What follows belongs to an exercise in optimizing a design on an open flow for small area and few clock cycles per item; a production flow would make more cautious choices. Only simulation tests tie the RTL to the original design; equivalence was not proved.

==> design.v <==
`default_nettype none
package mexp_pkg;
  localparam int FIELD_BITS = 64;
  localparam int CFG_INDEX_BITS = 8;
  localparam int ACC_BITS = 67;
  localparam int OP_BITS = 66;
  localparam int STEPS = 2;
  localparam int PASS_CYCLES = OP_BITS / STEPS;
  localparam int CYC_BITS = $clog2(PASS_CYCLES);
  typedef logic [FIELD_BITS-1:0] field_t;
  typedef logic [CFG_INDEX_BITS-1:0] cfg_index_t;
  typedef logic [ACC_BITS-1:0] acc_t;
  typedef logic [OP_BITS-1:0] op_t;
  localparam cfg_index_t REG_MODULUS = cfg_index_t'(0);
  localparam cfg_index_t REG_POWER = cfg_index_t'(1);
  typedef enum logic [2:0] {
    ST_IDLE,
    ST_PREP,
    ST_MUL,
    ST_CPA,
    ST_FIX,
    ST_SPARE,
    ST_ACPA,
    ST_DONE
  } state_t;
endpackage
`default_nettype wire
`default_nettype none
module mexp_step (
  input  mexp_pkg::acc_t  s_in,
  input  mexp_pkg::acc_t  c_in,
  input  logic            x,
  input  logic            neg,     
  input  mexp_pkg::acc_t  y,
  input  logic [63:0]     n,
  input  logic            usey,    
  input  logic [31:0]     kz,      
  input  logic [31:0]     ky,      
  output mexp_pkg::acc_t  s_out,
  output mexp_pkg::acc_t  c_out
);
  localparam int AW = mexp_pkg::ACC_BITS;
  mexp_pkg::acc_t a, b, c, s1, c1, m1, m2, d, c1i, nn, n2;
  logic [31:0] kk;
  logic [3:0]  ge;
  logic qp1, qp2, qn1, qn2;
  function automatic logic est_ge(input logic [7:0] sh, input logic [7:0] ch,
                                  input logic [7:0] kt);
    logic [7:0] u;
    logic [7:0] v;
    logic [6:0] g;
    logic [6:0] p;
    logic [6:0] g1;
    logic [6:0] p1;
    logic [6:0] g2;
    logic [6:0] p2;
    logic [6:0] g3;
    u = sh ^ ch ^ kt;
    v = {((sh[6:0] & ch[6:0]) | (sh[6:0] & kt[6:0]) | (ch[6:0] & kt[6:0])), 1'b0};
    g = u[6:0] & v[6:0];
    p = u[6:0] ^ v[6:0];
    g1 = g;
    p1 = p;
    for (int i = 1; i < 7; i++) begin
      g1[i] = g[i] | (p[i] & g[i-1]);
      p1[i] = p[i] & p[i-1];
    end
    g2 = g1;
    p2 = p1;
    for (int i = 2; i < 7; i++) begin
      g2[i] = g1[i] | (p1[i] & g1[i-2]);
      p2[i] = p1[i] & p1[i-2];
    end
    g3 = g2;
    for (int i = 4; i < 7; i++) begin
      g3[i] = g2[i] | (p2[i] & g2[i-4]);
    end
    est_ge = !(u[7] ^ v[7] ^ g3[6]);
  endfunction
  assign kk = usey ? ky : kz;
  always_comb begin
    for (int i = 0; i < 4; i++) begin
      ge[i] = est_ge(s_in[AW-2:AW-9], c_in[AW-2:AW-9], kk[8*i +: 8]);
    end
  end
  assign qp2 = ge[0];
  assign qp1 = ge[1] & !ge[0];
  assign qn1 = !ge[2] & ge[3];
  assign qn2 = !ge[3];
  always_comb begin
    a = {s_in[AW-2:0], x & neg};
    b = {c_in[AW-2:0], 1'b0};
    c = x ? (neg ? ~y : y) : '0;
    s1 = a ^ b ^ c;
    m1 = (a & b) | (a & c) | (b & c);
    c1 = {m1[AW-2:0], 1'b0};
    nn = {3'b000, n};
    n2 = {2'b00, n, 1'b0};
    d = ({AW{qp1}} & ~nn) | ({AW{qp2}} & ~n2) | ({AW{qn1}} & nn) | ({AW{qn2}} & n2);
    c1i = {c1[AW-1:1], qp1 | qp2};
    s_out = s1 ^ c1i ^ d;
    m2 = (s1 & c1i) | (s1 & d) | (c1i & d);
    c_out = {m2[AW-2:0], 1'b0};
  end
endmodule
module mexp_add (
  input  mexp_pkg::acc_t  a,
  input  mexp_pkg::acc_t  b,
  input  logic            cin,
  output mexp_pkg::acc_t  sum
);
  localparam int AW = mexp_pkg::ACC_BITS;
  mexp_pkg::acc_t p, g, gg, pp;
  always_comb begin
    p = a ^ b;
    g = a & b;
    g[0] = g[0] | (p[0] & cin);
    gg = g;
    pp = p;
    for (int d = 1; d < AW; d = d * 2) begin
      for (int i = 2 * d - 1; i < AW; i = i + 2 * d) begin
        gg[i] = gg[i] | (pp[i] & gg[i-d]);
        pp[i] = pp[i] & pp[i-d];
      end
    end
    for (int d = 32; d >= 1; d = d / 2) begin
      for (int i = 3 * d - 1; i < AW; i = i + 2 * d) begin
        gg[i] = gg[i] | (pp[i] & gg[i-d]);
      end
    end
    sum = p ^ {gg[AW-2:0], cin};
  end
endmodule
`default_nettype wire
`default_nettype none
module modular_exponentiation (
  input  logic                  clk,
  input  logic                  rst,
  input  logic                  cfg_valid,
  output logic                  cfg_ready,
  input  mexp_pkg::cfg_index_t  cfg_index,
  input  mexp_pkg::field_t      cfg_data,
  input  logic                  operand_valid,
  output logic                  operand_ready,
  input  mexp_pkg::field_t      operand_base_value,
  output logic                  result_valid,
  input  logic                  result_ready,
  output mexp_pkg::field_t      result_residue
);
  localparam int K = mexp_pkg::STEPS;
  localparam int AW = mexp_pkg::ACC_BITS;
  localparam int PW = mexp_pkg::OP_BITS;
  localparam int D = mexp_pkg::PASS_CYCLES;
  localparam int CB = mexp_pkg::CYC_BITS;
  mexp_pkg::state_t state;
  logic [63:0]     modulus;
  logic [63:0]     power;
  mexp_pkg::op_t   p_reg;
  mexp_pkg::op_t   b_reg;
  mexp_pkg::acc_t  s_reg;
  mexp_pkg::acc_t  c_reg;
  logic [K-1:0]    xd;
  logic [CB-1:0]   cyc;
  logic [5:0]      idx;
  logic [5:0]      sh;
  logic            first;
  logic            ysel_b;      
  logic            base_pass;
  logic            fsub;
  logic [31:0]     kz;          
  logic [31:0]     ky;          
  logic            in_accept;
  logic            mod_small;
  logic            ebit;
  logic            cin;
  mexp_pkg::acc_t  sum;
  mexp_pkg::acc_t  y_ext;
  logic [3:0]      t1;
  logic [5:0]      t3;
  logic [4:0]      ntop;
  logic [CB-1:0]   cyc_nxt;
  logic [63:0]     mod_half;
  logic            go_mul;      
  logic [7:0]      yh_next;
  mexp_pkg::op_t   y_next;
  mexp_pkg::acc_t  s_ch [K+1];
  mexp_pkg::acc_t  c_ch [K+1];
  assign cfg_ready = 1'b1;
  assign operand_ready = (state == mexp_pkg::ST_IDLE) ||
                         ((state == mexp_pkg::ST_DONE) && result_ready);
  assign in_accept = operand_valid && operand_ready;
  assign mod_small = (modulus[63:1] == '0);
  assign ebit = power[idx];
  assign y_ext = ysel_b ? {b_reg[PW-1], b_reg} : {p_reg[PW-1], p_reg};
  assign cyc_nxt = cyc + CB'(1);
  assign mod_half = {1'b0, modulus[63:1]};
  assign go_mul = !base_pass && !ysel_b && ebit;
  assign ntop = {1'b1, modulus[62:59]};
  assign t1 = ntop[4:1];
  assign t3 = {1'b0, ntop} + {2'b00, ntop[4:1]};
  assign cin = (state == mexp_pkg::ST_ACPA) && fsub;
  mexp_add u_add (
    .a   (s_reg),
    .b   (c_reg),
    .cin (cin),
    .sum (sum)
  );
  assign y_next = (go_mul || base_pass) ? b_reg : sum[PW-1:0];
  assign yh_next = go_mul ? {b_reg[PW-1], b_reg[PW-1:PW-7]} : {sum[PW-1], sum[PW-1:PW-7]};
  assign s_ch[0] = s_reg;
  assign c_ch[0] = c_reg;
  for (genvar g = 0; g < K; g++) begin : g_step
    mexp_step u_step (
      .s_in  (s_ch[g]),
      .c_in  (c_ch[g]),
      .x     (xd[K-1-g]),
      .neg   ((g == 0) ? first : 1'b0),
      .y     (y_ext),
      .n     (modulus),
      .usey  ((g == 0) ? (xd[K-1-g] && !first) : xd[K-1-g]),
      .kz    (kz),
      .ky    (ky),
      .s_out (s_ch[g+1]),
      .c_out (c_ch[g+1])
    );
  end
  always_ff @(posedge clk) begin
    if (rst) begin
      modulus <= 64'd1;
      power <= '0;
    end else if (cfg_valid && cfg_ready) begin
      if (cfg_index == mexp_pkg::REG_MODULUS) begin
        modulus <= cfg_data;
      end else if (cfg_index == mexp_pkg::REG_POWER) begin
        power <= cfg_data;
      end
    end else if (state == mexp_pkg::ST_PREP && !modulus[63]) begin
      modulus <= modulus << 1;
    end else if (state == mexp_pkg::ST_FIX && !p_reg[PW-1] && sh != '0) begin
      modulus <= mod_half;
    end
  end
  always_ff @(posedge clk) begin
    if (state == mexp_pkg::ST_MUL) begin
      s_reg <= s_ch[K];
      c_reg <= c_ch[K];
    end else if (state == mexp_pkg::ST_FIX) begin
      s_reg <= {p_reg[PW-1], p_reg};
      if (p_reg[PW-1]) begin
        c_reg <= {3'b000, modulus};           
      end else begin
        c_reg <= ~{3'b000, mod_half};         
      end
    end else begin
      s_reg <= '0;
      c_reg <= '0;
    end
  end
  always_ff @(posedge clk) begin
    if (rst) begin
      state <= mexp_pkg::ST_IDLE;
    end else begin
      unique case (state)
        mexp_pkg::ST_IDLE, mexp_pkg::ST_DONE: begin
          if (in_accept) begin
            state <= (mod_small || power == '0) ? mexp_pkg::ST_DONE : mexp_pkg::ST_PREP;
          end else if (state == mexp_pkg::ST_DONE && result_ready) begin
            state <= mexp_pkg::ST_IDLE;
          end
        end
        mexp_pkg::ST_PREP: begin
          if (modulus[63] && ebit) begin
            state <= mexp_pkg::ST_MUL;
          end
        end
        mexp_pkg::ST_MUL: begin
          if (cyc == CB'(D - 1)) begin
            state <= mexp_pkg::ST_CPA;
          end
        end
        mexp_pkg::ST_CPA: begin
          if (!go_mul && idx == '0) begin
            state <= mexp_pkg::ST_FIX;
          end else begin
            state <= mexp_pkg::ST_MUL;
          end
        end
        mexp_pkg::ST_FIX: begin
          if (p_reg[PW-1] || sh != '0) begin
            state <= mexp_pkg::ST_ACPA;
          end else begin
            state <= mexp_pkg::ST_DONE;
          end
        end
        mexp_pkg::ST_ACPA: state <= mexp_pkg::ST_FIX;
        default: state <= mexp_pkg::ST_IDLE;
      endcase
    end
  end
  always_ff @(posedge clk) begin
    unique case (state)
      mexp_pkg::ST_IDLE, mexp_pkg::ST_DONE: begin
        if (in_accept) begin
          idx <= 6'd63;
          sh <= '0;
          b_reg <= mexp_pkg::op_t'(1);
          if (mod_small) begin
            p_reg <= '0;
          end else if (power == '0) begin
            p_reg <= mexp_pkg::op_t'(1);
          end else begin
            p_reg <= {2'b00, operand_base_value};
          end
        end
      end
      mexp_pkg::ST_PREP: begin
        if (!modulus[63]) begin
          sh <= sh + 6'd1;
        end
        if (!ebit) begin
          idx <= idx - 6'd1;
        end
        kz <= {{2'b00, t3}, {4'b0000, t1}, 8'd0 - {4'b0000, t1}, 8'd0 - {2'b00, t3}};
        ky <= {{2'b00, t3}, {4'b0000, t1}, 8'd0 - {4'b0000, t1}, 8'd0 - {2'b00, t3}};
        first <= 1'b1;
        ysel_b <= 1'b1;
        base_pass <= 1'b1;
        cyc <= '0;
        xd <= p_reg[PW-1 -: K];
      end
      mexp_pkg::ST_MUL: begin
        first <= 1'b0;
        cyc <= cyc_nxt;
        if (cyc != CB'(D - 1)) begin
          xd <= p_reg[PW - 1 - K * cyc_nxt -: K];
        end
      end
      mexp_pkg::ST_CPA: begin
        p_reg <= sum[PW-1:0];
        if (base_pass) begin
          b_reg <= sum[PW-1:0];
        end
        base_pass <= 1'b0;
        first <= 1'b1;
        cyc <= '0;
        xd <= sum[PW-1 -: K];
        for (int i = 0; i < 4; i++) begin
          ky[8*i +: 8] <= kz[8*i +: 8] + yh_next;
        end
        if (go_mul) begin
          ysel_b <= 1'b1;             
        end else begin
          ysel_b <= 1'b0;             
          if (idx != '0) begin
            idx <= idx - 6'd1;
          end
        end
      end
      mexp_pkg::ST_FIX: begin
        if (p_reg[PW-1]) begin
          fsub <= 1'b0;               
        end else begin
          fsub <= 1'b1;               
          if (sh != '0) begin
            sh <= sh - 6'd1;
          end
        end
      end
      mexp_pkg::ST_ACPA: begin
        if (!fsub || !sum[AW-1]) begin
          p_reg <= sum[PW-1:0];
        end
      end
      default: begin
      end
    endcase
  end
  assign result_valid = (state == mexp_pkg::ST_DONE);
  assign result_residue = p_reg[63:0];
endmodule
`default_nettype wire
==> run.sh <==
#!/bin/bash
# synth_recipe.tcl (not shown) runs the flow's synth.tcl, then flattens the netlist and writes it again
# the make line also repeats each setting of config.mk as NAME=value (left out here)
make -C /OpenROAD-flow-scripts/flow DESIGN_CONFIG=/design/flow/config.mk WORK_HOME=/design/flow/orfs CLKGATE_MAP_FILE= SYNTH_SCRIPT=/design/flow/synth_recipe.tcl finish
==> config.mk <==
export PLATFORM = sky130hd
export DESIGN_NAME = modular_exponentiation
export DESIGN_NICKNAME = modular_exponentiation
export VERILOG_FILES = /design/flow/design.v
export SDC_FILE = /design/flow/constraint.sdc
export NUM_CORES = 4
export LEC_CHECK = 0
export CAP_MARGIN = 20
export CORE_MARGIN = 2
export CORE_UTILIZATION = 40
export SLEW_MARGIN = 20
==> constraint.sdc <==
create_clock -name core_clock -period 8.0 [get_ports {clk}]
set_input_delay 1.6000 -clock core_clock [delete_from_list [all_inputs] [get_ports {clk}]]
set_output_delay 1.6000 -clock core_clock [all_outputs]
set_load 0.01 [all_outputs]
==> results of run 1 <==
[area by class of cell]
cell class | count | area [um^2]
inverter | 427 | 1604
clock buffer | 85 | 1772
tap | 1287 | 1610
timing repair buffer | 332 | 3359
sequential | 469 | 11430
fill | 9458 | 52940
clock inverter | 22 | 141.4
multi-input combinational | 3152 | 25270
[per-layer routing]
metal / vias up / part of all wire (%) / GRT usage, %
met5: - / 0.0073 / 0
met4: 2 / 5.4 / 12.41
met3: 273 / 6.7 / 3.536
met2: 1366 / 47 / 43.50
met1: 16490 / 41 / 34.27
li1: 15230 / - / -
[per-stage QoR]
stage                     instances  setup TNS [ps]  utilization (%)
final                          5774               0            46.05
after global routing           5774           -4650            46.05
after CTS                      5766               0            45.45
after detailed placement       5659          -912.2            43.47
after global placement         5658               0            43.44
after floorplan                4467               0                -
[cell families after synthesis]
logic type                 count (synthesis)  synth area share (%)
buffers and inverters                    846                 8.759
and+or+nand+nor                         1371                 15.43
AOI/OAI and AO/OA                        963                 15.53
adders and majority gates                487                 21.97
muxes                                    224                 7.076
other                                      1              0.009481
DFF                                      469                 28.90
xor gates and xnor gates                 105                 2.325
[worst paths after layout]
check	startpoint	to	slack, ps
setup reg to reg	first	s_reg[10]	180
setup / recovery	first	s_reg[10]	180
hold reg to reg	power[43]	power[43]	470
hold / removal	power[43]	power[43]	470
[placed cells by master, fill, tap and decap left out, drive strengths merged, types with 15 or more instances in the layout]
cell             n
dfxtp          265
xor2            21
a21oi          326
o22ai          160
nor2b           21
and3            41
nand2b          15
nand3           25
mux4            37
clkdlybuf4s50  204
a221oi         119
nand3b          59
clkinv          18
o21ai          151
a22o            67
mux2i          112
nor4            35
mux2            75
buf            125
nor3           151
inv            430
and2            20
nand2          488
nand4           15
xnor2           84
nor2           468
fa             346
ha             141
a21o            55
edfxtp         204
clkbuf          88
[timing repair]
action,4_1_cts,5_1_grt
hold buffers,0,0
cloned,0,4
pin swaps,1,10
setup endpoints to repair,69,132
buffers inserted,0,4
resized for setup,6,87
[critical path: cells and delay by family, from the launching register on]
family / cells / cell delay, ps
compound gates: 8 / 1880
simple gates: 8 / 1470
buf+inv: 5 / 750
flops: 1 / 390
mux: 2 / 660
fa+ha+maj: 6 / 2530
==> results.py, run 1 <==
metrics = {
    "die": {
        "dieArea_um2": 101400,
        "die_w_um": 318.5,
        "coreArea_um2": 98130,
        "num_rows": 115,
        "die_height_um": 318.5,
        "io_pins": 208,
        "start_util_pct": 40.31,
    },
    "synth": {
        "syn_inst": 4466,
        "synth_edf_count": 204,
        "synth_area_um2": 39550,
        "synthTopCellsByArea": "fa_1, edfxtp_1, dfxtp_1",
        "ys_warn_count": 7,
        "synthArstFlopShare_pct": 0,
        "synth_most_common_cell": "nand2_1",
        "synth.distinct_cells": 72,
        "yosys-top-cells-count": "nand2_1, nor2_1, inv_1",
        "syn_avg_cell_area_um2": 8.856,
        "yosysSeqAreaShare_pct": 28.90,
        "ys_seq_elements": 469,
        "netlist.area_leader.share_pct": 17.51,
        "synth.largest_area_cell": "fa_1",
        "synth_ff_type": "dfxtp_1",
    },
    "placed_design": {
        "gp_congestion": 0.9355,
        "dp.final_hpwl_um": 98130,
        "place_area_um2": 42660,
        "pre_cts_ws_ps": -87.27,
        "port-buffer-count": 206,
    },
    "sta": {
        "hold_viol": 0,
        "setup_viol": 0,
        "worst_pin_slew_ps": 1143,
        "holdWs_ps": 472.4,
        "drv_slew": 0,
        "relSlewSlack_pct": 23.37,
        "fin_crit_sh_pct": 97.72,
        "timing.fmax_mhz": 127.9,
        "skew_ps": 29.65,
        "min_period_ps": 7818,
        "setup_ws_ps": 182.5,
        "rsz0062_at_grt": "true",
    },
    "clock_network": {
        "htree_levels": 2,
        "cts_buffers": 57,
        "clk_latency_ps": 660,
        "cts-root-buf": "clkbuf_16",
        "cts_tree": "done",
        "cts.sinks": 469,
        "clockBufferDepth": 3,
        "clk_pin_slew_worst_paths_ps": 60,
    },
    "route": {
        "vias_per_cell": 5.777,
        "post-route-drc-count": 0,
        "wl_per_cell_um": 23.71,
        "ant_nets": 0,
        "drt-initial-drc-count": 2975,
        "drt-total-wl_um": 136900,
        "dr.pass1.iters": 5,
        "num_vias": 33360,
    },
    "status": {
        "status": "complete, no violations",
    },
    "worst_setup_path": {
        "crit_type": "reg -> reg",
        "cp_slowest_stage_delay_ps": 560,
        "arrival_ps": 8350,
        "crit_slowest_cell": "fa_1",
        "endpoint_kind": "flip-flop",
        "reg2reg_depth": 29,
        "cp.required_ps": 8530,
        "cp-start-kind": "flip-flop",
        "worstPathMaxFanout": 16,
        "crit_path_frequent_cell": "fa_1",
    },
    "grt": {
        "grt_antenna_before_repair": 5,
        "overflow": 0,
        "grt_max_degree": 102,
        "grt_pass1_vias": 32870,
        "grt_pass1_wl_um": 205600,
        "track_usage_pct": 26.36,
    },
    "layout": {
        "final_area_um2": 45190,
        "antenna-diode-count": 0,
        "drive_gt1_share_pct": 10.05,
        "syn2layout_area_growth_pct": 14.26,
        "nNetsFinal": 5067,
    },
    "hold_path": {
        "whs_path_depth": 2,
        "min_path_type": "reg -> reg",
    },
    "run": {
        "drv_cap": 0,
    },
}
Testbench counts, summed over its fixed seeds: cycles 415,544, items 128.
==> run 2, diff against run 1 <==
--- a/design.v
+++ b/design.v
@@ -6,3 +6,3 @@
   localparam int OP_BITS = 66;
-  localparam int STEPS = 2;
+  localparam int STEPS = 3;
   localparam int PASS_CYCLES = OP_BITS / STEPS;
@@ -32,10 +32,10 @@
   input  logic            x,
-  input  logic            neg,     
+  input  logic            neg,      
   input  mexp_pkg::acc_t  y,
   input  logic [63:0]     n,
-  input  logic            usey,    
-  input  logic [31:0]     kz,      
-  input  logic [31:0]     ky,      
+  input  logic [3:0]      ge_in,    
+  input  logic [35:0]     kn,       
   output mexp_pkg::acc_t  s_out,
-  output mexp_pkg::acc_t  c_out
+  output mexp_pkg::acc_t  c_out,
+  output logic [3:0]      ge_out    
 );
@@ -43,23 +43,25 @@
   mexp_pkg::acc_t a, b, c, s1, c1, m1, m2, d, c1i, nn, n2;
-  logic [31:0] kk;
-  logic [3:0]  ge;
   logic qp1, qp2, qn1, qn2;
-  function automatic logic est_ge(input logic [7:0] sh, input logic [7:0] ch,
-                                  input logic [7:0] kt);
-    logic [7:0] u;
-    logic [7:0] v;
-    logic [6:0] g;
-    logic [6:0] p;
-    logic [6:0] g1;
-    logic [6:0] p1;
-    logic [6:0] g2;
-    logic [6:0] p2;
-    logic [6:0] g3;
-    u = sh ^ ch ^ kt;
-    v = {((sh[6:0] & ch[6:0]) | (sh[6:0] & kt[6:0]) | (ch[6:0] & kt[6:0])), 1'b0};
-    g = u[6:0] & v[6:0];
-    p = u[6:0] ^ v[6:0];
+  function automatic logic est_ge(input logic [8:0] sh, input logic [8:0] ch,
+                                  input logic [8:0] kt, input logic [8:0] dh);
+    logic [8:0] u1;
+    logic [8:0] v1;
+    logic [8:0] u;
+    logic [8:0] v;
+    logic [7:0] g;
+    logic [7:0] p;
+    logic [7:0] g1;
+    logic [7:0] p1;
+    logic [7:0] g2;
+    logic [7:0] p2;
+    logic [7:0] g3;
+    u1 = sh ^ ch ^ kt;
+    v1 = {((sh[7:0] & ch[7:0]) | (sh[7:0] & kt[7:0]) | (ch[7:0] & kt[7:0])), 1'b0};
+    u = u1 ^ v1 ^ dh;
+    v = {((u1[7:0] & v1[7:0]) | (u1[7:0] & dh[7:0]) | (v1[7:0] & dh[7:0])), 1'b0};
+    g = u[7:0] & v[7:0];
+    p = u[7:0] ^ v[7:0];
     g1 = g;
     p1 = p;
-    for (int i = 1; i < 7; i++) begin
+    for (int i = 1; i < 8; i++) begin
       g1[i] = g[i] | (p[i] & g[i-1]);
@@ -69,3 +71,3 @@
     p2 = p1;
-    for (int i = 2; i < 7; i++) begin
+    for (int i = 2; i < 8; i++) begin
       g2[i] = g1[i] | (p1[i] & g1[i-2]);
@@ -74,17 +76,11 @@
     g3 = g2;
-    for (int i = 4; i < 7; i++) begin
+    for (int i = 4; i < 8; i++) begin
       g3[i] = g2[i] | (p2[i] & g2[i-4]);
     end
-    est_ge = !(u[7] ^ v[7] ^ g3[6]);
+    est_ge = !(u[8] ^ v[8] ^ g3[7]);
   endfunction
-  assign kk = usey ? ky : kz;
-  always_comb begin
-    for (int i = 0; i < 4; i++) begin
-      ge[i] = est_ge(s_in[AW-2:AW-9], c_in[AW-2:AW-9], kk[8*i +: 8]);
-    end
-  end
-  assign qp2 = ge[0];
-  assign qp1 = ge[1] & !ge[0];
-  assign qn1 = !ge[2] & ge[3];
-  assign qn2 = !ge[3];
+  assign qp2 = ge_in[0];
+  assign qp1 = ge_in[1] & !ge_in[0];
+  assign qn1 = !ge_in[2] & ge_in[3];
+  assign qn2 = !ge_in[3];
   always_comb begin
@@ -104,2 +100,7 @@
   end
+  always_comb begin
+    for (int i = 0; i < 4; i++) begin
+      ge_out[i] = est_ge(s1[AW-1:AW-9], c1i[AW-1:AW-9], kn[9*i +: 9], d[AW-1:AW-9]);
+    end
+  end
 endmodule
@@ -169,4 +170,5 @@
   logic            fsub;
-  logic [31:0]     kz;          
-  logic [31:0]     ky;          
+  logic [35:0]     kz;          
+  logic [35:0]     ky;          
+  logic [3:0]      ge_reg;      
   logic            in_accept;
@@ -183,6 +185,8 @@
   logic            go_mul;      
-  logic [7:0]      yh_next;
-  mexp_pkg::op_t   y_next;
+  logic [8:0]      yh_next;
+  logic            x_nxt;       
+  mexp_pkg::op_t   x_src;
   mexp_pkg::acc_t  s_ch [K+1];
   mexp_pkg::acc_t  c_ch [K+1];
+  logic [3:0]      ge_ch [K+1];
   assign cfg_ready = 1'b1;
@@ -193,3 +197,4 @@
   assign ebit = power[idx];
-  assign y_ext = ysel_b ? {b_reg[PW-1], b_reg} : {p_reg[PW-1], p_reg};
+  assign y_ext = {p_reg[PW-1], p_reg};
+  assign x_src = ysel_b ? b_reg : p_reg;
   assign cyc_nxt = cyc + CB'(1);
@@ -207,19 +212,26 @@
   );
-  assign y_next = (go_mul || base_pass) ? b_reg : sum[PW-1:0];
-  assign yh_next = go_mul ? {b_reg[PW-1], b_reg[PW-1:PW-7]} : {sum[PW-1], sum[PW-1:PW-7]};
+  assign yh_next = {sum[PW-1], sum[PW-1], sum[PW-1:PW-7]};
+  assign x_nxt = x_src[PW - 1 - K * cyc_nxt];
   assign s_ch[0] = s_reg;
   assign c_ch[0] = c_reg;
+  assign ge_ch[0] = ge_reg;
   for (genvar g = 0; g < K; g++) begin : g_step
+    logic xn;
+    if (g < K - 1) begin : g_xn
+      assign xn = xd[K-2-g];
+    end else begin : g_xl
+      assign xn = x_nxt;
+    end
     mexp_step u_step (
-      .s_in  (s_ch[g]),
-      .c_in  (c_ch[g]),
-      .x     (xd[K-1-g]),
-      .neg   ((g == 0) ? first : 1'b0),
-      .y     (y_ext),
-      .n     (modulus),
-      .usey  ((g == 0) ? (xd[K-1-g] && !first) : xd[K-1-g]),
-      .kz    (kz),
-      .ky    (ky),
-      .s_out (s_ch[g+1]),
-      .c_out (c_ch[g+1])
+      .s_in   (s_ch[g]),
+      .c_in   (c_ch[g]),
+      .x      (xd[K-1-g]),
+      .neg    ((g == 0) ? first : 1'b0),
+      .y      (y_ext),
+      .n      (modulus),
+      .ge_in  (ge_ch[g]),
+      .kn     (xn ? ky : kz),
+      .s_out  (s_ch[g+1]),
+      .c_out  (c_ch[g+1]),
+      .ge_out (ge_ch[g+1])
     );
@@ -305,10 +317,4 @@
           sh <= '0;
-          b_reg <= mexp_pkg::op_t'(1);
-          if (mod_small) begin
-            p_reg <= '0;
-          end else if (power == '0) begin
-            p_reg <= mexp_pkg::op_t'(1);
-          end else begin
-            p_reg <= {2'b00, operand_base_value};
-          end
+          b_reg <= {2'b00, operand_base_value};
+          p_reg <= mod_small ? '0 : mexp_pkg::op_t'(1);
         end
@@ -322,4 +328,5 @@
         end
-        kz <= {{2'b00, t3}, {4'b0000, t1}, 8'd0 - {4'b0000, t1}, 8'd0 - {2'b00, t3}};
-        ky <= {{2'b00, t3}, {4'b0000, t1}, 8'd0 - {4'b0000, t1}, 8'd0 - {2'b00, t3}};
+        kz <= {{3'b000, t3}, {5'b00000, t1}, 9'd0 - {5'b00000, t1}, 9'd0 - {3'b000, t3}};
+        ky <= {{3'b000, t3}, {5'b00000, t1}, 9'd0 - {5'b00000, t1}, 9'd0 - {3'b000, t3}};
+        ge_reg <= 4'b1100;            
         first <= 1'b1;
@@ -328,3 +335,3 @@
         cyc <= '0;
-        xd <= p_reg[PW-1 -: K];
+        xd <= b_reg[PW-1 -: K];
       end
@@ -333,4 +340,5 @@
         cyc <= cyc_nxt;
+        ge_reg <= ge_ch[K];
         if (cyc != CB'(D - 1)) begin
-          xd <= p_reg[PW - 1 - K * cyc_nxt -: K];
+          xd <= x_src[PW - 1 - K * cyc_nxt -: K];
         end
@@ -345,6 +353,7 @@
         cyc <= '0;
-        xd <= sum[PW-1 -: K];
+        xd <= go_mul ? b_reg[PW-1 -: K] : sum[PW-1 -: K];
         for (int i = 0; i < 4; i++) begin
-          ky[8*i +: 8] <= kz[8*i +: 8] + yh_next;
+          ky[9*i +: 9] <= kz[9*i +: 9] + yh_next;
         end
+        ge_reg <= 4'b1100;            
         if (go_mul) begin
--- a/config.mk
+++ b/config.mk
@@ -7,2 +7,3 @@
 export LEC_CHECK = 0
+export ABC_AREA = 1
 export CAP_MARGIN = 20
==> results.py, run 2 <==
metrics = {
    "worst_setup_path": {
        "crit_slowest_cell": "edfxtp_1",
        "r2r_slack_ps": 160,
        "r2r-start": "first",
        "arrival_ps": 8260,
        "worstPathMaxFanout": 7,
        "cp.required_ps": 8410,
        "crit_type": "reg -> reg",
        "cp-start-kind": "flip-flop",
        "endpoint_kind": "flip-flop",
        "reg2reg_to": "ge_reg[2]",
        "reg2reg_depth": 44,
        "critical_path.startpoint": "first",
        "cp_slowest_stage_delay_ps": 530,
    },
    "route": {
        "drt-total-wl_um": 181200,
        "wl_per_cell_um": 23.69,
        "vias_per_cell": 5.651,
        "post-route-drc-count": 0,
        "ant_nets": 0,
        "drt-initial-drc-count": 4554,
        "num_vias": 43220,
        "dr.pass1.iters": 6,
    },
    "clock_network": {
        "clockBufferDepth": 3,
        "hold_buffers": 0,
        "cts_tree": "done",
        "cts_buffers": 58,
        "cts.sinks": 475,
        "clk_pin_slew_worst_paths_ps": 70,
        "htree_levels": 2,
        "clk_latency_ps": 690,
        "cts-root-buf": "clkbuf_16",
    },
    "sta": {
        "setup_viol": 0,
        "worst_pin_slew_ps": 1057,
        "hold_viol": 0,
        "fin_crit_sh_pct": 98.02,
        "skew_ps": 32.80,
        "timing.fmax_mhz": 127.5,
        "drv_slew": 0,
        "relSlewSlack_pct": 29.56,
        "rsz0062_at_grt": "true",
        "min_period_ps": 7841,
    },
    "layout": {
        "final_area_um2": 54800,
        "most-common-layout-cells": "nand2_1, inv_1, o21ai_0",
        "syn2layout_area_growth_pct": 13.37,
        "layout_commonest_cell": "nand2_1",
        "fillCellCount": 11850,
        "nNetsFinal": 6911,
        "drive_gt1_share_pct": 8.205,
    },
    "grt": {
        "top_usage_layer": "met2",
        "track_usage_pct": 29.10,
        "met2_usage_pct": 47.12,
        "grt_pass1_vias": 41870,
        "grt_pass1_wl_um": 270000,
        "grt_antenna_before_repair": 5,
        "gr-usage-met1_pct": 37.38,
        "overflow": 0,
        "grt_max_degree": 132,
        "grtUsageMet3_pct": 3.813,
    },
    "hold_path": {
        "hold_start": "power[12]",
        "whs_path_depth": 2,
        "min_path_type": "reg -> reg",
        "hold-path-endpoint": "power[12]",
    },
    "placed_design": {
        "port-buffer-count": 206,
        "gp_congestion": 1.019,
        "dp.final_hpwl_um": 141000,
        "place_area_um2": 52250,
    },
    "synth": {
        "ys_warn_count": 9,
        "synth_ff_type": "dfxtp_1",
        "yosysSeqAreaShare_pct": 24.02,
        "yosys-top-cells-count": "nand2_1, inv_1, o21ai_0",
        "synth_most_common_cell": "nand2_1",
        "synth_mux_area_share_pct": 0,
        "synth.largest_area_cell": "fa_1",
        "synth_top_family_by_area": "adder cells",
        "synthTopCellsByArea": "fa_1, edfxtp_1, dfxtp_1",
        "synthArstFlopShare_pct": 0,
        "synth_fa_ha_area_share_pct": 29.48,
        "synth_xor_area_share_pct": 1.952,
        "synth_edf_count": 210,
        "ys_seq_elements": 475,
        "synth_compound_area_share_pct": 19.60,
        "synth.distinct_cells": 64,
        "syn_avg_cell_area_um2": 8.143,
        "synth-simple-area-share_pct": 13.87,
        "synth_area_um2": 48340,
        "syn_inst": 5936,
        "netlist.area_leader.share_pct": 24.35,
    },
    "status": {
        "status": "complete, no violations",
    },
    "die": {
        "io_pins": 208,
        "die_w_um": 351.6,
        "coreArea_um2": 120000,
        "start_util_pct": 40.29,
        "num_rows": 127,
        "die_height_um": 351.6,
        "dieArea_um2": 123600,
    },
    "run": {
        "drv_cap": 0,
    },
}
-- run 2: cells by family (layout without fill, tap and decap cells) --
| kind of cell | count (synthesis) | after routing |
|---|---|---|
| flops | 475 | 475 |
| simple gates | 1620 | 1620 |
| buf+inv | 1342 | 1438 |
| compound gates | 1609 | 1609 |
| other cells | 1 | 5 |
| fa+ha+maj | 786 | 786 |
| xor+xnor | 103 | 103 |
-- run 2: critical path: cells and delay by family, from the launching register on --
family	cells	cell delay [ps]
fa+ha+maj	8	3020
buf+inv	11	1330
flops	1	530
compound gates	7	1210
simple gates	18	1490
-- run 2: cell type report --
type	instances	area, um^2	share of cell area [%]
Antenna cell	3	7.507	0.01370
Clock buffer	78	1638	2.989
Clock inverter	31	331.6	0.6050
Inverter	880	3319	6.057
Multi-Input combinational cell	4120	31810	58.04
Sequential cell	475	11610	21.19
Tap cell	1612	2017	3.680
Timing Repair Buffer	449	4069	7.425
-- run 2: repair_timing --
item,CTS,global route
resized for setup,5,95
buffers inserted,3,14
gates cloned,0,2
endpoints found under the setup margin,4,122
pin swaps,1,30
-- run 2: worst max path at each step --
| stage | endpoint | slack, ps | depth (start not counted) |
|---|---|---|---|
| finish | ge_reg[2] | 160 | 44 |
| global route | ge_reg[1] | -260 | 40 |
| CTS | ge_reg[2] | 1 | 41 |
| detailed placement | ge_reg[2] | -140 | 44 |
| global placement | ge_reg[2] | -2 | 44 |
| floorplan | ge_reg[0] | -40 | 44 |
-- run 2: stage by stage --
step / setup WS, ps / setup TNS [ps] / hold slack (ps) / instances / util (%)
final: 158.6 / 0 / 471.2 / 7648 / 45.68
after global routing: -257.4 / -972.8 / 506.0 / 7645 / 45.67
after CTS: 1.137 / 0 / 472.7 / 7628 / 45.22
after detailed placement: -137.0 / -381.7 / 462.8 / 7516 / 43.55
after global placement: -2.256 / -2.256 / 453.3 / 7516 / 43.55
after floorplan: -36.75 / -133.8 / 433.8 / 5937 / -
-- run 2: metal layers --
| metal | vias to the layer above | part of all wire [%] |
|---|---|---|
| li1 | 19820 | - |
| met1 | 21160 | 40 |
| met2 | 1832 | 46 |
| met3 | 396 | 6.7 |
| met4 | 6 | 6.7 |
| met5 | - | 0.024 |
Testbench counts of run 2, summed over its fixed seeds: cycles 281,298, items 128.
==> run 3, diff against run 2 <==
--- a/design.v
+++ b/design.v
@@ -31,4 +31,5 @@
   input  mexp_pkg::acc_t  c_in,
-  input  logic            x,
-  input  logic            neg,      
+  input  logic            xpos,     
+  input  logic            xneg,     
+  input  logic            qz,       
   input  mexp_pkg::acc_t  y,
@@ -81,10 +82,10 @@
   endfunction
-  assign qp2 = ge_in[0];
-  assign qp1 = ge_in[1] & !ge_in[0];
-  assign qn1 = !ge_in[2] & ge_in[3];
-  assign qn2 = !ge_in[3];
+  assign qp2 = ge_in[0] & !qz;
+  assign qp1 = ge_in[1] & !ge_in[0] & !qz;
+  assign qn1 = !ge_in[2] & ge_in[3] & !qz;
+  assign qn2 = !ge_in[3] & !qz;
   always_comb begin
-    a = {s_in[AW-2:0], x & neg};
+    a = {s_in[AW-2:0], xneg};
     b = {c_in[AW-2:0], 1'b0};
-    c = x ? (neg ? ~y : y) : '0;
+    c = ({AW{xpos}} & y) | ({AW{xneg}} & ~y);
     s1 = a ^ b ^ c;
@@ -173,2 +174,4 @@
   logic [3:0]      ge_reg;      
+  logic            x0p;         
+  logic            x0n;         
   logic            in_accept;
@@ -227,4 +230,5 @@
       .c_in   (c_ch[g]),
-      .x      (xd[K-1-g]),
-      .neg    ((g == 0) ? first : 1'b0),
+      .xpos   ((g == 0) ? x0p : xd[K-1-g]),
+      .xneg   ((g == 0) ? x0n : 1'b0),
+      .qz     ((g == 0) ? first : 1'b0),
       .y      (y_ext),
@@ -271,2 +275,5 @@
   always_ff @(posedge clk) begin
+    ge_reg <= ge_ch[K];
+  end
+  always_ff @(posedge clk) begin
     if (rst) begin
@@ -330,3 +337,2 @@
         ky <= {{3'b000, t3}, {5'b00000, t1}, 9'd0 - {5'b00000, t1}, 9'd0 - {3'b000, t3}};
-        ge_reg <= 4'b1100;            
         first <= 1'b1;
@@ -336,2 +342,4 @@
         xd <= b_reg[PW-1 -: K];
+        x0p <= 1'b0;
+        x0n <= b_reg[PW-1];
       end
@@ -340,3 +348,2 @@
         cyc <= cyc_nxt;
-        ge_reg <= ge_ch[K];
         if (cyc != CB'(D - 1)) begin
@@ -344,2 +351,4 @@
         end
+        x0p <= x_nxt;
+        x0n <= 1'b0;
       end
@@ -354,2 +363,4 @@
         xd <= go_mul ? b_reg[PW-1 -: K] : sum[PW-1 -: K];
+        x0p <= 1'b0;
+        x0n <= go_mul ? b_reg[PW-1] : sum[PW-1];
         for (int i = 0; i < 4; i++) begin
@@ -357,3 +368,2 @@
         end
-        ge_reg <= 4'b1100;            
         if (go_mul) begin
==> results.py, run 3 <==
metrics = {
    "route": {
        "post-route-drc-count": 0,
        "ant_nets": 0,
        "drt-initial-drc-count": 3618,
        "drt-total-wl_um": 169600,
        "vias_per_cell": 5.538,
        "num_vias": 41830,
        "wl_per_cell_um": 22.46,
        "dr.pass1.iters": 5,
    },
    "grt": {
        "grt_max_degree": 102,
        "overflow": 0,
        "grt_pass1_vias": 40990,
        "grt_pass1_wl_um": 256300,
        "track_usage_pct": 27.43,
        "grt_antenna_before_repair": 5,
    },
    "worst_setup_path": {
        "cp.required_ps": 8550,
        "critical_path.startpoint": "x0p",
        "endpoint_kind": "flip-flop",
        "cp_slowest_stage_delay_ps": 580,
        "crit_path_frequent_cell": "nand2_1",
        "arrival_ps": 8320,
        "crit_type": "reg -> reg",
        "worstPathMaxFanout": 7,
        "crit_slowest_cell": "fa_1",
        "r2r-start": "x0p",
        "cp-start-kind": "flip-flop",
    },
    "synth": {
        "synth_edf_count": 207,
        "yosysSeqAreaShare_pct": 24.08,
        "synth.largest_area_cell": "fa_1",
        "ys_seq_elements": 476,
        "yosys-top-cells-count": "nand2_1, inv_1, o21ai_0",
        "synth_ff_type": "dfxtp_1",
        "syn_inst": 5856,
        "synth.distinct_cells": 68,
        "ys_warn_count": 9,
        "syn_avg_cell_area_um2": 8.226,
        "synth_most_common_cell": "nand2_1",
        "synthTopCellsByArea": "fa_1, edfxtp_1, dfxtp_1",
        "netlist.area_leader.share_pct": 23.65,
        "synth_area_um2": 48170,
        "synthArstFlopShare_pct": 0,
    },
    "die": {
        "num_rows": 127,
        "die_height_um": 351.0,
        "die_w_um": 351.0,
        "io_pins": 208,
        "dieArea_um2": 123200,
        "start_util_pct": 40.26,
        "coreArea_um2": 119700,
    },
    "layout": {
        "layout_commonest_cell": "nand2_1",
        "antenna-diode-count": 0,
        "most-common-layout-cells": "nand2_1, inv_1, o21ai_0",
        "fin_cells": 7552,
        "drive_gt1_share_pct": 8.805,
        "syn2layout_area_growth_pct": 12.54,
        "nNetsFinal": 6810,
    },
    "run": {
        "drv_cap": 0,
    },
    "clock_network": {
        "cts-root-buf": "clkbuf_16",
        "cts_buffers": 55,
        "cts.sinks": 476,
        "htree_levels": 2,
        "hold_buffers": 0,
        "cts_tree": "done",
        "clockBufferDepth": 3,
        "clk_latency_ps": 650,
        "clk_pin_slew_worst_paths_ps": 60,
    },
    "sta": {
        "relSlewSlack_pct": 24.91,
        "drv_slew": 0,
        "holdWs_ps": 474.0,
        "rsz0062_at_grt": "true",
        "timing.fmax_mhz": 128.6,
        "setup_viol": 0,
        "worst_pin_slew_ps": 1125,
        "fin_crit_sh_pct": 97.19,
        "skew_ps": 22.65,
        "hold_viol": 0,
        "min_period_ps": 7775,
        "fin_tns_setup_ps": 0,
    },
    "hold_path": {
        "hold_start": "power[61]",
        "min_path_type": "reg -> reg",
    },
    "placed_design": {
        "port-buffer-count": 206,
        "dpl.cell_count": 7438,
        "dp.final_hpwl_um": 133300,
        "gp_congestion": 0.9671,
    },
    "status": {
        "status": "complete, no violations",
    },
}
-- run 3: through the flow --
step / setup WS [ps] / area, um^2 / utilization [%]
2_1_floorplan: 50.55 / 48190 / -
3_3_place_gp: -171.5 / 51870 / 43.35
3_5_place_dp: -213.8 / 51900 / 43.38
4_1_cts: 55.37 / 53810 / 44.97
5_1_grt: -154.8 / 54210 / 45.31
6_report: 225.0 / 54210 / 45.31
-- run 3: cells by family after synthesis --
family,count (synthesis),synth area share [%]
buffers and inverters,1300,11.00
adders and majority gates,773,28.95
AOI/OAI and AO/OA,1512,19.24
DFF,476,24.08
other,1,0.007785
xor gates and xnor gates,130,2.434
and+or+nand+nor,1664,14.29
-- run 3: area by class of cell --
cell class	instances	area, um^2
sequential	476	11600
clock buffer	82	1675
clock inverter	19	207.7
timing repair buffer	431	3835
inverter	851	3231
tap	1612	2017
multi-input combinational	4081	31650
fill	11780	65440
-- run 3: per-layer routing --
| layer | track usage, % | vias to the layer above | part of all wire [%] |
|---|---|---|---|
| li1 | - | 19460 | - |
| met1 | 37.25 | 20520 | 43 |
| met2 | 45.30 | 1569 | 47 |
| met3 | 3.606 | 270 | 7.0 |
| met4 | 8.776 | 0 | 3.6 |
| met5 | 0 | - | 0 |
-- run 3: path summary, 6_finish.rpt --
path / to / slack [ps] / cells after the start
setup / recovery: ge_reg[0] / 220 / 41
hold / removal: power[61] / 470 / 2
setup reg to reg: ge_reg[0] / 220 / 41
hold reg to reg: power[61] / 470 / 2
-- run 3: worst max-delay path, delay by kind of cell, from the launching register on --
kind / cells / cell delay (ps)
AO/OA/AOI/OAI: 11 / 1640
adder cells (fa/ha/maj): 8 / 3390
buffers and inverters: 7 / 620
flip-flops: 1 / 520
AND/OR/NAND/NOR: 15 / 1510
-- run 3: repair_timing --
| action | CTS | global route |
|---|---|---|
| resized for setup | 4 | 84 |
| setup buffers | 0 | 14 |
| setup endpoints to repair | 22 | 117 |
| pin swaps | 0 | 43 |
Testbench counts of run 3, summed over its fixed seeds: cycles 281,298, items 128.
==> run 4, diff against run 3 <==
--- a/design.v
+++ b/design.v
@@ -356,5 +356,2 @@
         p_reg <= sum[PW-1:0];
-        if (base_pass) begin
-          b_reg <= sum[PW-1:0];
-        end
         base_pass <= 1'b0;
==> results.py, run 4 <==
metrics = {
    "worst_setup_path": {
        "crit_path_frequent_cell": "fa_1",
        "cp-start-kind": "flip-flop",
        "cp.required_ps": 8490,
        "crit_type": "reg -> reg",
        "endpoint_kind": "flip-flop",
        "worstPathMaxFanout": 29,
        "r2r_slack_ps": 260,
        "reg2reg_depth": 38,
        "crit_slowest_cell": "fa_1",
        "arrival_ps": 8230,
        "cp_slowest_stage_delay_ps": 560,
    },
    "clock_network": {
        "cts_buffers": 57,
        "clk_pin_slew_worst_paths_ps": 60,
        "clk_latency_ps": 680,
        "cts-root-buf": "clkbuf_16",
        "cts.sinks": 474,
        "htree_levels": 2,
        "hold_buffers": 0,
        "clockBufferDepth": 3,
        "cts_tree": "done",
    },
    "synth": {
        "synthTopCellsByArea": "fa_1, edfxtp_1, dfxtp_1",
        "syn_avg_cell_area_um2": 8.213,
        "synth_area_um2": 47060,
        "synth_ff_type": "dfxtp_1",
        "ys_warn_count": 9,
        "synth_most_common_cell": "nand2_1",
        "synth_edf_count": 205,
        "synth.largest_area_cell": "fa_1",
        "ys_seq_elements": 474,
        "syn_inst": 5730,
        "synthArstFlopShare_pct": 0,
        "netlist.area_leader.share_pct": 24.21,
        "synth.distinct_cells": 63,
        "yosys-top-cells-count": "nand2_1, inv_1, o21ai_0",
        "yosysSeqAreaShare_pct": 24.52,
    },
    "layout": {
        "fin_cells": 7321,
        "final_area_um2": 52970,
        "drive_gt1_share_pct": 7.679,
        "nNetsFinal": 6660,
        "syn2layout_area_growth_pct": 12.56,
        "most-common-layout-cells": "nand2_1, inv_1, o21ai_0",
        "layout_commonest_cell": "nand2_1",
    },
    "placed_design": {
        "port-buffer-count": 206,
        "place_area_um2": 50570,
        "dpl.cell_count": 7195,
        "pre_cts_ws_ps": -245.5,
        "gp_congestion": 0.9834,
        "dp.final_hpwl_um": 135500,
    },
    "die": {
        "start_util_pct": 40.44,
        "coreArea_um2": 116400,
        "io_pins": 208,
        "die_w_um": 347.0,
        "die_height_um": 347.0,
        "dieArea_um2": 120400,
        "num_rows": 125,
    },
    "route": {
        "ant_nets": 0,
        "dr.pass1.iters": 6,
        "num_vias": 41630,
        "wl_per_cell_um": 23.78,
        "vias_per_cell": 5.686,
        "post-route-drc-count": 0,
        "drt-total-wl_um": 174100,
        "drt-initial-drc-count": 4044,
    },
    "sta": {
        "fin_crit_sh_pct": 96.80,
        "hold_viol": 0,
        "setup_ws_ps": 256.0,
        "min_period_ps": 7744,
        "timing.fmax_mhz": 129.1,
        "skew_ps": 38.81,
        "drv_slew": 0,
        "setup_viol": 0,
        "relSlewSlack_pct": 24.53,
        "worst_pin_slew_ps": 1132,
        "rsz0062_at_grt": "true",
    },
    "grt": {
        "overflow": 0,
        "track_usage_pct": 28.43,
        "grt_max_degree": 94,
        "grt_antenna_before_repair": 4,
        "grt_pass1_vias": 40270,
        "grt_pass1_wl_um": 259100,
    },
    "hold_path": {
        "min_path_type": "reg -> reg",
        "whs_path_depth": 2,
    },
    "status": {
        "status": "complete, no violations",
    },
    "run": {
        "drv_cap": 0,
    },
}
## run 4: changes by cell type after synthesis, sizes merged, moves of 6 or more
cell	change
nand2	-95
o21ai	-68
clkbuf	+62
buf	-51
nor2	+19
nand3	-15
nand4	-12
a21oi	+11
o311ai	+9
a211oi	+6
## run 4: worst paths after layout
path	start	endpoint
worst max-delay path	x0p	c_reg[10]
worst min-delay path	power[18]	power[18]
worst min register to register	power[18]	power[18]
worst max register to register	x0p	c_reg[10]
## run 4: layer usage
metal / up-vias / wire length (um) / track usage, %
li1: 19000 / - / -
met1: 20430 / 72770 / 38.79
met2: 1882 / 79490 / 45.30
met3: 318 / 14560 / 4.661
met4: 0 / 7258 / 10.77
met5: - / 0 / 0
## run 4: area by class of cell
cell class                      count  area, um^2
Antenna cell                        2       5.005
Clock buffer                       72        1577
Clock inverter                     36       385.4
Fill cell                       11500       63390
Inverter                          855        3224
Multi-Input combinational cell   3942       30640
Sequential cell                   474       11540
Tap cell                         1524        1907
Timing Repair Buffer              416        3695
## run 4: what timing repair did
item / CTS / global route
pin swaps: 0 / 31
endpoints found under the setup margin: 4 / 133
buffers inserted: 0 / 17
gates resized for setup: 2 / 80
cloned: 0 / 0
## run 4: critical path: cells and delay by family, from the launching register on
family / cells / cell delay [ps]
fa+ha+maj: 7 / 3100
compound gates: 11 / 1580
simple gates: 12 / 1290
buf+inv: 8 / 1130
flops: 1 / 440
## run 4: cells by family (layout without fill, tap and decap cells)
| logic type | after synthesis | after routing | synth area share (%) |
|---|---|---|---|
| AOI/OAI and AO/OA | 1464 | 1464 | 18.51 |
| xor gates and xnor gates | 128 | 128 | 2.422 |
| adders and majority gates | 773 | 773 | 29.63 |
| buffers and inverters | 1315 | 1379 | 11.14 |
| DFF | 474 | 474 | 24.52 |
| other | 1 | 4 | 0.007969 |
| and+or+nand+nor | 1575 | 1575 | 13.77 |
## run 4: stage by stage
stage	util (%)	TNS [ps]	hold WS, ps
6_report	45.52	0	467.4
5_1_grt	45.52	-776.9	495.8
4_1_cts	45.16	0	459.2
3_5_place_dp	43.46	-916.1	450.5
3_3_place_gp	43.45	-463.7	447.4
2_1_floorplan	-	0	433.8
Testbench counts of run 4, summed over its fixed seeds: cycles 281,300, items 128.
==> run 5, diff against run 4 <==
--- a/design.v
+++ b/design.v
@@ -160,3 +160,3 @@
   mexp_pkg::op_t   p_reg;
-  mexp_pkg::op_t   b_reg;
+  mexp_pkg::op_t   b_op;        
   mexp_pkg::acc_t  s_reg;
@@ -176,3 +176,5 @@
   logic            x0n;         
-  logic            in_accept;
+  logic            starting;    
+  logic            quick;       
+  logic            finishing;   
   logic            mod_small;
@@ -195,5 +197,10 @@
   assign cfg_ready = 1'b1;
-  assign operand_ready = (state == mexp_pkg::ST_IDLE) ||
-                         ((state == mexp_pkg::ST_DONE) && result_ready);
-  assign in_accept = operand_valid && operand_ready;
+  assign quick = mod_small || (power == '0);
+  assign starting = operand_valid &&
+                    ((state == mexp_pkg::ST_IDLE) || ((state == mexp_pkg::ST_DONE) && result_ready));
+  assign finishing = (state == mexp_pkg::ST_FIX) && !p_reg[PW-1] && (sh == '0);
+  assign operand_ready = finishing ||
+                         (quick && ((state == mexp_pkg::ST_IDLE) ||
+                                    ((state == mexp_pkg::ST_DONE) && result_ready)));
+  assign b_op = {2'b00, operand_base_value};
   assign mod_small = (modulus[63:1] == '0);
@@ -201,3 +208,3 @@
   assign y_ext = {p_reg[PW-1], p_reg};
-  assign x_src = ysel_b ? b_reg : p_reg;
+  assign x_src = ysel_b ? b_op : p_reg;
   assign cyc_nxt = cyc + CB'(1);
@@ -283,4 +290,4 @@
         mexp_pkg::ST_IDLE, mexp_pkg::ST_DONE: begin
-          if (in_accept) begin
-            state <= (mod_small || power == '0) ? mexp_pkg::ST_DONE : mexp_pkg::ST_PREP;
+          if (starting) begin
+            state <= quick ? mexp_pkg::ST_DONE : mexp_pkg::ST_PREP;
           end else if (state == mexp_pkg::ST_DONE && result_ready) begin
@@ -321,6 +328,5 @@
       mexp_pkg::ST_IDLE, mexp_pkg::ST_DONE: begin
-        if (in_accept) begin
+        if (starting) begin
           idx <= 6'd63;
           sh <= '0;
-          b_reg <= {2'b00, operand_base_value};
           p_reg <= mod_small ? '0 : mexp_pkg::op_t'(1);
@@ -341,5 +347,5 @@
         cyc <= '0;
-        xd <= b_reg[PW-1 -: K];
+        xd <= b_op[PW-1 -: K];
         x0p <= 1'b0;
-        x0n <= b_reg[PW-1];
+        x0n <= b_op[PW-1];
       end
@@ -359,5 +365,5 @@
         cyc <= '0;
-        xd <= go_mul ? b_reg[PW-1 -: K] : sum[PW-1 -: K];
+        xd <= go_mul ? b_op[PW-1 -: K] : sum[PW-1 -: K];
         x0p <= 1'b0;
-        x0n <= go_mul ? b_reg[PW-1] : sum[PW-1];
+        x0n <= go_mul ? b_op[PW-1] : sum[PW-1];
         for (int i = 0; i < 4; i++) begin
==> results.py, run 5 <==
metrics = {
    "sta": {
        "drv_slew": 0,
        "setup_viol": 0,
        "worst_pin_slew_ps": 1058,
        "hold_viol": 0,
        "skew_ps": 29.76,
        "min_period_ps": 7745,
        "relSlewSlack_pct": 29.49,
        "timing.fmax_mhz": 129.1,
        "fin_crit_sh_pct": 96.82,
    },
    "route": {
        "wl_per_cell_um": 23.07,
        "dr.pass1.iters": 8,
        "ant_nets": 0,
        "post-route-drc-count": 0,
        "drt-total-wl_um": 166700,
        "vias_per_cell": 5.645,
        "drt-initial-drc-count": 4176,
        "num_vias": 40790,
    },
    "synth": {
        "syn_avg_cell_area_um2": 7.967,
        "synthArstFlopShare_pct": 0,
        "synth_ff_type": "dfxtp_1",
        "netlist.area_leader.share_pct": 25.20,
        "synth_edf_count": 141,
        "ys_seq_elements": 410,
        "synth.distinct_cells": 64,
        "synth_area_um2": 45210,
        "yosysSeqAreaShare_pct": 21.28,
        "yosys-top-cells-count": "nand2_1, inv_1, o21ai_0",
        "syn_inst": 5674,
        "synthTopCellsByArea": "fa_1, dfxtp_1, edfxtp_1",
        "synth_most_common_cell": "nand2_1",
        "ys_warn_count": 9,
        "synth.largest_area_cell": "fa_1",
    },
    "layout": {
        "fillCellCount": 11210,
        "layout_commonest_cell": "nand2_1",
        "nNetsFinal": 6590,
        "most-common-layout-cells": "nand2_1, inv_1, o21ai_0",
        "final_util_pct": 45.30,
        "drive_gt1_share_pct": 7.499,
        "final_area_um2": 50890,
        "syn2layout_area_growth_pct": 12.58,
        "fin_cells": 7225,
    },
    "die": {
        "coreArea_um2": 112300,
        "num_rows": 123,
        "die_w_um": 340.2,
        "dieArea_um2": 115700,
        "start_util_pct": 40.24,
        "die_height_um": 340.2,
        "io_pins": 208,
    },
    "worst_setup_path": {
        "crit_type": "reg -> reg",
        "worstPathMaxFanout": 7,
        "cp-start-kind": "flip-flop",
        "arrival_ps": 8270,
        "endpoint_kind": "flip-flop",
        "cp.required_ps": 8520,
        "crit_path_frequent_cell": "nand2_1",
        "crit_slowest_cell": "fa_2",
        "cp_slowest_stage_delay_ps": 640,
        "reg2reg_depth": 41,
    },
    "grt": {
        "grt_antenna_before_repair": 5,
        "overflow": 0,
        "grt_pass1_wl_um": 250200,
        "track_usage_pct": 28.40,
        "grt_max_degree": 129,
        "grt_pass1_vias": 39700,
    },
    "clock_network": {
        "clockBufferDepth": 3,
        "cts-root-buf": "clkbuf_16",
        "hold_buffers": 0,
        "cts.sinks": 410,
        "htree_levels": 2,
        "clk_pin_slew_worst_paths_ps": 60,
        "cts_buffers": 53,
        "cts_tree": "done",
        "clk_latency_ps": 650,
    },
    "status": {
        "status": "complete, no violations",
    },
    "hold_path": {
        "whs_path_depth": 2,
        "min_path_type": "reg -> reg",
    },
    "placed_design": {
        "gp_congestion": 1.003,
        "port-buffer-count": 206,
        "dpl.cell_count": 7087,
        "place_area_um2": 48500,
        "dp.final_hpwl_um": 129800,
    },
    "run": {
        "drv_cap": 0,
    },
}
==> run 5: cell count changes after synthesis, moves of 9 or more <==
cell / change
a221oi_1: +9
clkbuf_1: -12
edfxtp_1: -64
inv_1: +15
==> run 5: kinds of logic after synthesis <==
group           after synthesis  synth area share (%)
compound gates             1460                 19.24
xor+xnor                    126                 2.549
fa+ha+maj                   773                 30.84
buf+inv                    1331                 11.74
flops                       410                 21.28
mux                           1               0.02214
other cells                   1              0.008295
simple gates               1572                 14.32
==> run 5: path summary, 6_finish.rpt <==
kind | startpoint | to | slack [ps]
worst max-delay path | x0p | ge_reg[1] | 250
worst min-delay path | power[53] | power[53] | 470
worst max register to register | x0p | ge_reg[1] | 250
worst min register to register | power[53] | power[53] | 470
==> run 5: stage by stage <==
| stage | worst slack, ps | hold WS [ps] | setup TNS, ps |
|---|---|---|---|
| after global placement | 88.53 | 460.6 | 0 |
| final | 254.6 | 471.8 | 0 |
| after CTS | 19.88 | 473.0 | 0 |
| after detailed placement | -50.55 | 465.2 | -50.55 |
| after global routing | -149.5 | 505.5 | -458.6 |
| after floorplan | 28.08 | 432.3 | 0 |
==> run 5: area by class of cell <==
cell class                      count  area, um^2  share of cell area, %
Antenna cell                        4       10.01                0.01967
Clock buffer                       77        1519                  2.985
Clock inverter                     23       236.5                 0.4646
Inverter                          872        3294                  6.473
Multi-Input combinational cell   3934       30680                  60.28
Sequential cell                   410        9619                  18.90
Tap cell                         1500        1877                  3.688
Timing Repair Buffer              405        3657                  7.186
==> run 5: critical path: cells and delay by family, from the launching register on <==
| family | cells | cell delay, ps |
|---|---|---|
| flops | 1 | 510 |
| fa+ha+maj | 8 | 3250 |
| compound gates | 11 | 1610 |
| simple gates | 15 | 1450 |
| buf+inv | 7 | 780 |
==> run 5: metal layers <==
layer  up-vias  GRT usage [%]  wire, um
li1      18710              -         -
met1     19870          39.19     70630
met2      1863          45.40     75600
met3       338          3.636     12750
met4         4          11.15      7691
met5         -              0        26
==> run 5: timing repair <==
action                     4_1_cts  5_1_grt
resized for setup                3       78
pin swaps                        0       42
setup endpoints to repair        3      117
buffers inserted                 0       35
Testbench counts of run 5, summed over its fixed seeds: cycles 281,300, items 128.
==> run 6, diff against run 5 <==
--- a/config.mk
+++ b/config.mk
@@ -10,3 +10,5 @@
 export CORE_MARGIN = 2
-export CORE_UTILIZATION = 40
+export CORE_UTILIZATION = 60
+export CTS_CLUSTER_DIAMETER = 100
+export CTS_CLUSTER_SIZE = 40
 export SLEW_MARGIN = 20
==> results.py, run 6 <==
metrics = {
    "status": {
        "status": "complete, no violations",
    },
    "worst_setup_path": {
        "r2r-start": "x0n",
        "arrival_ps": 8320,
        "r2r_slack_ps": 200,
        "reg2reg_to": "ge_reg[3]",
        "crit_path_frequent_cell": "nand2_1",
        "crit_family": "adder cells",
        "cp-start-kind": "flip-flop",
        "cp_slowest_stage_delay_ps": 610,
        "reg2reg_depth": 42,
        "worstPathMaxFanout": 6,
        "worst-path-stages": 42,
        "endpoint_kind": "flip-flop",
        "crit_slowest_cell": "fa_2",
        "crit_type": "reg -> reg",
        "cp.required_ps": 8520,
        "path_buf_inv": 9,
    },
    "layout": {
        "drive_gt1_share_pct": 7.325,
        "nNetsFinal": 6573,
        "final_util_pct": 66.54,
        "layout_commonest_cell": "nand2_1",
        "syn2layout_area_growth_pct": 9.767,
        "most-common-layout-cells": "nand2_1, inv_1, o21ai_0",
        "fin_cells": 6650,
    },
    "sta": {
        "setup_viol": 0,
        "skew_ps": 50.00,
        "hold_viol": 0,
        "drv_slew": 0,
        "timing.fmax_mhz": 128.2,
        "worst_pin_slew_ps": 1161,
        "relSlewSlack_pct": 22.35,
        "fin_crit_sh_pct": 97.51,
        "setup_ws_ps": 199.3,
        "min_period_ps": 7801,
    },
    "route": {
        "ant_nets": 0,
        "num_vias": 41700,
        "post-route-drc-count": 0,
        "wl_per_cell_um": 24.22,
        "vias_per_cell": 6.271,
        "dr.pass1.iters": 6,
        "drt-total-wl_um": 161000,
        "drt-initial-drc-count": 5129,
    },
    "synth": {
        "synth.largest_area_cell": "fa_1",
        "synth_edf_count": 141,
        "ys_seq_elements": 410,
        "synth_ff_type": "dfxtp_1",
        "ys_warn_count": 9,
        "syn_avg_cell_area_um2": 7.967,
        "synth_most_common_cell": "nand2_1",
        "netlist.area_leader.share_pct": 25.20,
        "yosysSeqAreaShare_pct": 21.28,
        "synthArstFlopShare_pct": 0,
        "synth_area_um2": 45210,
        "syn_inst": 5674,
        "synth.distinct_cells": 64,
        "yosys-top-cells-count": "nand2_1, inv_1, o21ai_0",
        "synthTopCellsByArea": "fa_1, dfxtp_1, edfxtp_1",
    },
    "clock_network": {
        "clockBufferDepth": 3,
        "clk_pin_slew_worst_paths_ps": 110,
        "htree_levels": 1,
        "cts_buffers": 26,
        "hold_buffers": 0,
        "cts.sinks": 410,
        "cts_tree": "done",
        "clk_latency_ps": 660,
        "cts-root-buf": "clkbuf_16",
    },
    "die": {
        "die_w_um": 278.5,
        "num_rows": 100,
        "start_util_pct": 60.62,
        "die_height_um": 278.5,
        "dieArea_um2": 77550,
        "io_pins": 208,
        "coreArea_um2": 74570,
    },
    "placed_design": {
        "dpl.cell_count": 6569,
        "gp_congestion": 1.040,
        "port-buffer-count": 206,
        "pre_cts_ws_ps": 88.57,
        "dp.final_hpwl_um": 123700,
    },
    "grt": {
        "overflow": 0,
        "track_usage_pct": 41.17,
        "grt_pass1_wl_um": 241900,
        "grt_max_degree": 137,
        "grt_pass1_vias": 39840,
        "grt_antenna_before_repair": 4,
    },
    "hold_path": {
        "hold-path-endpoint": "power[45]",
        "hold_start": "power[45]",
        "whs_path_depth": 2,
        "min_path_type": "reg -> reg",
    },
    "run": {
        "drv_cap": 0,
    },
}
[run 6: cell counts after synthesis]
No cell type changed its count.
[run 6: kinds of logic (layout without fill, tap and decap cells)]
| family | after synthesis | count (layout) | synth area share (%) |
|---|---|---|---|
| buffers and inverters | 1331 | 1335 | 11.74 |
| AOI/OAI and AO/OA | 1460 | 1460 | 19.24 |
| adders and majority gates | 773 | 773 | 30.84 |
| muxes | 1 | 1 | 0.02214 |
| and+or+nand+nor | 1572 | 1572 | 14.32 |
| xor gates and xnor gates | 126 | 126 | 2.549 |
| DFF | 410 | 410 | 21.28 |
| other | 1 | 4 | 0.008295 |
[run 6: cell type report]
type                    count  area (um^2)
multi-input cells        3934        30760
fillers                  6511        24950
flip-flops and latches    410         9619
repair buffers            414         3734
inverters                 872         3289
well taps                 969         1212
clock buffers              27        654.4
clock inverters            21        335.3
repair inverters            1        7.507
diodes                      2        5.005
[run 6: timing repair]
action / CTS / global route
setup endpoints to repair: 0 / 128
setup buffers: 0 / 29
resized for setup: 0 / 100
[run 6: worst min-delay path: stages, from the launching register on]
cell and delay [ps]:
dfxtp_1 320, inv_1 70, a21oi_1 50
[run 6: stage by stage]
| stage | instance area (um^2) | hold slack [ps] | setup TNS [ps] |
|---|---|---|---|
| after global routing | 49620 | 504.0 | -372.6 |
| after floorplan | 45240 | 432.3 | 0 |
| after detailed placement | 47930 | 463.4 | 0 |
| after global placement | 47930 | 456.4 | 0 |
| after CTS | 48920 | 477.3 | 0 |
| final | 49620 | 481.8 | 0 |
[run 6: routing by layer]
metal,GRT usage (%),part of all wire (%),up-vias
li1,-,-,18650
met1,54.30,38,19950
met2,63.77,44,2576
met3,8.336,11,518
met4,22.88,6.7,4
met5,0,0.017,-
[run 6: how the worst max path moves through the flow]
stage	from	end	slack [ps]
after detailed placement	x0n	ge_reg[1]	90
after CTS	x0n	ge_reg[0]	70
after global routing	x0n	ge_reg[3]	-130
after floorplan	xd[1]	ge_reg[0]	30
after global placement	p_reg[59]	ge_reg[3]	300
final	x0n	ge_reg[3]	200

==> afterwards: timing with drivers on the ports <==
How much do the figures lean on ideal ports? The routed layouts below were timed once more, with nothing changed but the port constraints. Step 1 assumes that a clkbuf_16 drives the clock port and a buf_2 every other input. Step 2 adds t to the input delays and takes it off the output delays; t is the mean of the earliest and latest rising clock arrival at the registers after step 1. Input paths then give back, and output paths get back, about the clock's delay inside the block. a / b / c = ideal ports / drivers / drivers and shift; a / b = the first two.
| run | t (ns) | setup WS [ns] | worst data-port slew with drivers (ns) | pins driven straight from the clock port |
|---|---|---|---|---|
| run 1 | 0.720 | 0.182 / 0.182 / 0.182 | 0.07 | 1 |
| run 2 | 0.744 | 0.159 / 0.159 / 0.159 | 0.07 | 1 |
| run 3 | 0.716 | 0.225 / 0.225 / 0.225 | 0.09 | 1 |
| run 4 | 0.732 | 0.256 / 0.256 / 0.256 | 0.07 | 1 |
| run 5 | 0.712 | 0.255 / 0.255 / 0.255 | 0.14 | 1 |
| run 6 | 0.703 | 0.199 / 0.199 / 0.199 | 0.11 | 1 |
After both steps setup and hold are still met in every run listed.
